This design comes from an exercise in tuning for small area on the open sky130 flow, not from production work. Only simulation tests tie the RTL to the original design; equivalence was not proved. No activity file was given, so power comes from the tool's default toggle rates.

==> flow/design.v <==
package puf_soc_ser_pkg;
  typedef enum logic {
    IDLE  = 1'b0,
    SHIFT = 1'b1
  } ser_state_e;
  localparam logic LSB_FIRST = 1'b0;
  localparam logic MSB_FIRST = 1'b1;
  function automatic integer len_w(input integer fram_size);
    len_w = $clog2(fram_size + 1);
  endfunction
  function automatic integer cnt_w(input integer fram_size, input integer lanes);
    cnt_w = $clog2(fram_size / lanes + 1);
  endfunction
endpackage
module puf_soc_ser_hold #(
  parameter int W = 8
) (
  input  logic         clk,
  input  logic         rst,
  input  logic         in_vld,
  output logic         in_rdy,
  input  logic [W-1:0] in_dat,
  output logic         out_vld,
  input  logic         out_rdy,
  output logic [W-1:0] out_dat
);
  logic         full_q;
  logic [W-1:0] dat_q;
  always_ff @(posedge clk) begin
    if (rst)                    full_q <= 1'b0;
    else if (in_vld && !full_q) full_q <= 1'b1;
    else if (out_rdy)           full_q <= 1'b0;
  end
  always_ff @(posedge clk) begin
    if (!full_q) dat_q <= in_dat;
  end
  assign in_rdy  = ~full_q;
  assign out_vld = full_q;
  assign out_dat = dat_q;
endmodule
import puf_soc_ser_pkg::*;
module puf_soc_serializer #(
  parameter int FRAM_SIZE = 160,
  parameter int LANES     = 1,
  parameter int LEN_W     = $clog2(FRAM_SIZE + 1)
) (
  input  logic                 clk,
  input  logic                 rst,
  input  logic                 i_tx_en,
  input  logic                 i_msb_first,
  input  logic [LEN_W-1:0]     i_ld_len,
  input  logic                 i_ld_valid,
  input  logic [FRAM_SIZE-1:0] i_ld_data,
  output logic                 o_ld_ready,
  output logic                 o_tx_valid,
  output logic [LANES-1:0]     o_tx_data,
  output logic                 o_tx_last,
  input  logic                 i_tx_ready,
  output logic                 o_tx_done,
  output logic                 o_busy
);
  localparam int               POS_W    = $clog2(FRAM_SIZE + 1);
  localparam logic [LEN_W-1:0] FRAM_LEN = LEN_W'(FRAM_SIZE);
  localparam int               HW       = FRAM_SIZE + POS_W + 1;
  logic [POS_W-1:0] in_n;
  assign in_n = (i_ld_len == '0 || i_ld_len > FRAM_LEN) ? POS_W'(FRAM_SIZE) : POS_W'(i_ld_len);
  logic                 h_vld, launch;
  logic [HW-1:0]        h_dat;
  logic                 h_msb;
  logic [POS_W-1:0]     h_n;
  logic [FRAM_SIZE-1:0] h_data;
  puf_soc_ser_hold #(.W(HW)) u_hold (
    .clk     (clk),
    .rst     (rst),
    .in_vld  (i_ld_valid),
    .in_rdy  (o_ld_ready),
    .in_dat  ({i_msb_first, in_n, i_ld_data}),
    .out_vld (h_vld),
    .out_rdy (launch),
    .out_dat (h_dat)
  );
  assign h_msb  = h_dat[HW-1];
  assign h_n    = h_dat[FRAM_SIZE +: POS_W];
  assign h_data = h_dat[FRAM_SIZE-1:0];
  logic                 send_q, vld_q, done_q;
  logic                 dir_q;
  logic [POS_W-1:0]     pos_q, end_q;
  logic [FRAM_SIZE-1:0] dat_q;
  logic                 last, taken;
  assign last   = (pos_q == end_q);
  assign taken  = vld_q & i_tx_ready;
  assign launch = h_vld & i_tx_en & (~send_q | (taken & last));
  always_ff @(posedge clk) begin
    if (rst) begin
      send_q <= 1'b0;
      vld_q  <= 1'b0;
      done_q <= 1'b0;
    end else begin
      done_q <= taken & last;
      if (launch) begin
        send_q <= 1'b1;
        vld_q  <= 1'b1;
      end else if (taken) begin
        if (last) begin
          send_q <= 1'b0;
          vld_q  <= 1'b0;
        end else begin
          vld_q  <= i_tx_en;
        end
      end else if (send_q) begin
        vld_q <= vld_q | i_tx_en;
      end
    end
  end
  always_ff @(posedge clk) begin
    if (launch) begin
      dat_q <= h_data;
      dir_q <= h_msb;
      pos_q <= h_msb ? h_n : POS_W'(1);
      end_q <= h_msb ? POS_W'(1) : h_n;
    end else if (taken && !last) begin
      pos_q <= dir_q ? pos_q - 1'b1 : pos_q + 1'b1;
    end
  end
  logic [255:0] rd0;
  logic [63:0]  rd1;
  logic [15:0]  rd2;
  logic [3:0]   rd3;
  always_comb begin
    rd0 = {95'd0, dat_q, 1'b0};
    for (int i = 0; i < 64; i++) rd1[i] = rd0[4*i + pos_q[1:0]];
    for (int i = 0; i < 16; i++) rd2[i] = rd1[4*i + pos_q[3:2]];
    for (int i = 0; i < 4; i++)  rd3[i] = rd2[4*i + pos_q[5:4]];
  end
  assign o_tx_valid = vld_q;
  assign o_tx_data  = rd3[pos_q[7:6]];
  assign o_tx_last  = last;
  assign o_tx_done  = done_q;
  assign o_busy     = send_q | h_vld;
endmodule
==> flow/config.mk <==
export PLATFORM = sky130hd
export DESIGN_NAME = puf_soc_serializer
export DESIGN_NICKNAME = puf_soc_serializer
export VERILOG_FILES = /design/flow/design.v
export SDC_FILE = /design/flow/constraint.sdc
export NUM_CORES = 4
export LEC_CHECK = 0
export CAP_MARGIN = 20
export CORE_MARGIN = 2
export CORE_UTILIZATION = 40
export PLACE_DENSITY = 0.6
export SLEW_MARGIN = 20
==> flow/constraint.sdc <==
create_clock -name core_clock -period 6.0 [get_ports {clk}]
set_input_delay 1.2000 -clock core_clock [delete_from_list [all_inputs] [get_ports {clk}]]
set_output_delay 1.2000 -clock core_clock [all_outputs]
set_load 0.01 [all_outputs]
standard.sh (not shown) runs the stock make flow with config.mk's settings and CLKGATE_MAP_FILE= SYNTH_SCRIPT=/design/flow/synth_recipe.tcl, a recipe that flattens the netlist after the stock synthesis.
==> flow/flow/run.sh <==
#!/bin/bash
# Standard synthesis unchanged. The layout is the standard one except: the port buffers are the
# smallest buffer cell, and clock tree synthesis uses larger sink clusters and no dummy loads.
set -euo pipefail
bash standard.sh synth > synth.log 2>&1
bash standard.sh "BUFFER_PORTS_ARGS=-buffer_cell sky130_fd_sc_hd__buf_1" \
  "CTS_ARGS=-sink_clustering_enable -repair_clock_nets -dont_use_dummy_load -sink_clustering_size 20 -sink_clustering_max_diameter 60 -buf_list {sky130_fd_sc_hd__clkbuf_4 sky130_fd_sc_hd__clkbuf_8}" \
  finish > layout.log 2>&1
Edit:
--- a/flow/design.v
+++ b/flow/design.v
@@ -26,14 +26,14 @@
 );
   logic         full_q;
   logic [W-1:0] dat_q;
   always_ff @(posedge clk) begin
-    if (rst)                    full_q <= 1'b0;
+    if (rst)                   full_q <= 1'b0;
     else if (in_vld && !full_q) full_q <= 1'b1;
-    else if (out_rdy)           full_q <= 1'b0;
+    else if (out_rdy)          full_q <= 1'b0;
   end
   always_ff @(posedge clk) begin
-    if (!full_q) dat_q <= in_dat;
+    if (in_vld && !full_q) dat_q <= in_dat;
   end
   assign in_rdy  = ~full_q;
   assign out_vld = full_q;
   assign out_dat = dat_q;
@@ -58,37 +58,38 @@
   input  logic                 i_tx_ready,
   output logic                 o_tx_done,
   output logic                 o_busy
 );
-  localparam int               POS_W    = $clog2(FRAM_SIZE + 1);
+  localparam int               IDX_W    = $clog2(FRAM_SIZE);
   localparam logic [LEN_W-1:0] FRAM_LEN = LEN_W'(FRAM_SIZE);
-  localparam int               HW       = FRAM_SIZE + POS_W + 1;
-  logic [POS_W-1:0] in_n;
-  assign in_n = (i_ld_len == '0 || i_ld_len > FRAM_LEN) ? POS_W'(FRAM_SIZE) : POS_W'(i_ld_len);
+  localparam int               HW       = FRAM_SIZE + IDX_W + 1;
+  logic [IDX_W-1:0] in_lm1;
+  assign in_lm1 = (i_ld_len == '0 || i_ld_len > FRAM_LEN) ? IDX_W'(FRAM_SIZE - 1)
+                                                          : IDX_W'(i_ld_len - 1'b1);
   logic                 h_vld, launch;
   logic [HW-1:0]        h_dat;
   logic                 h_msb;
-  logic [POS_W-1:0]     h_n;
+  logic [IDX_W-1:0]     h_lm1;
   logic [FRAM_SIZE-1:0] h_data;
   puf_soc_ser_hold #(.W(HW)) u_hold (
     .clk     (clk),
     .rst     (rst),
     .in_vld  (i_ld_valid),
     .in_rdy  (o_ld_ready),
-    .in_dat  ({i_msb_first, in_n, i_ld_data}),
+    .in_dat  ({i_msb_first, in_lm1, i_ld_data}),
     .out_vld (h_vld),
     .out_rdy (launch),
     .out_dat (h_dat)
   );
   assign h_msb  = h_dat[HW-1];
-  assign h_n    = h_dat[FRAM_SIZE +: POS_W];
+  assign h_lm1  = h_dat[FRAM_SIZE +: IDX_W];
   assign h_data = h_dat[FRAM_SIZE-1:0];
   logic                 send_q, vld_q, done_q;
   logic                 dir_q;
-  logic [POS_W-1:0]     pos_q, end_q;
+  logic [IDX_W-1:0]     idx_q, end_q;
   logic [FRAM_SIZE-1:0] dat_q;
   logic                 last, taken;
-  assign last   = (pos_q == end_q);
+  assign last   = (idx_q == end_q);
   assign taken  = vld_q & i_tx_ready;
   assign launch = h_vld & i_tx_en & (~send_q | (taken & last));
   always_ff @(posedge clk) begin
     if (rst) begin
@@ -115,26 +116,16 @@
   always_ff @(posedge clk) begin
     if (launch) begin
       dat_q <= h_data;
       dir_q <= h_msb;
-      pos_q <= h_msb ? h_n : POS_W'(1);
-      end_q <= h_msb ? POS_W'(1) : h_n;
+      idx_q <= h_msb ? h_lm1 : '0;
+      end_q <= h_msb ? '0 : h_lm1;
     end else if (taken && !last) begin
-      pos_q <= dir_q ? pos_q - 1'b1 : pos_q + 1'b1;
+      idx_q <= dir_q ? idx_q - 1'b1 : idx_q + 1'b1;
     end
   end
-  logic [255:0] rd0;
-  logic [63:0]  rd1;
-  logic [15:0]  rd2;
-  logic [3:0]   rd3;
-  always_comb begin
-    rd0 = {95'd0, dat_q, 1'b0};
-    for (int i = 0; i < 64; i++) rd1[i] = rd0[4*i + pos_q[1:0]];
-    for (int i = 0; i < 16; i++) rd2[i] = rd1[4*i + pos_q[3:2]];
-    for (int i = 0; i < 4; i++)  rd3[i] = rd2[4*i + pos_q[5:4]];
-  end
   assign o_tx_valid = vld_q;
-  assign o_tx_data  = rd3[pos_q[7:6]];
+  assign o_tx_data  = dat_q[idx_q];
   assign o_tx_last  = last;
   assign o_tx_done  = done_q;
   assign o_busy     = send_q | h_vld;
 endmodule
What happened: Worst hold slack degrades by 0.017 ns. Total power went down slightly. Design area went up slightly. Area after synthesis went up slightly. Die area went up slightly. Fmax went down by a few percent.

-- afterwards: timing with drivers on the ports --
Ports are ideal in the flow. The routed layouts listed here were re-timed in OpenROAD.
Step 1 assumes that a clkbuf_16 drives the clock port and a buf_2 every other input.
Step 2 also shifts input and output timing later by t, the mid clock arrival at the registers, as if the neighbouring blocks saw the same clock.
Three values: ideal ports, drivers, drivers and shift; two values: the first two.
run	t (ns)	setup slack, ns	worst hold slack (ns)	worst setup path after step 2
the first run	0.599	1.414 / 1.370 / 1.969	0.371 / 0.371 / 0.371	register to output
the second run	0.602	1.295 / 1.253 / 1.855	0.354 / 0.354 / 0.354	register to output
After both steps every run listed still meets setup and hold.
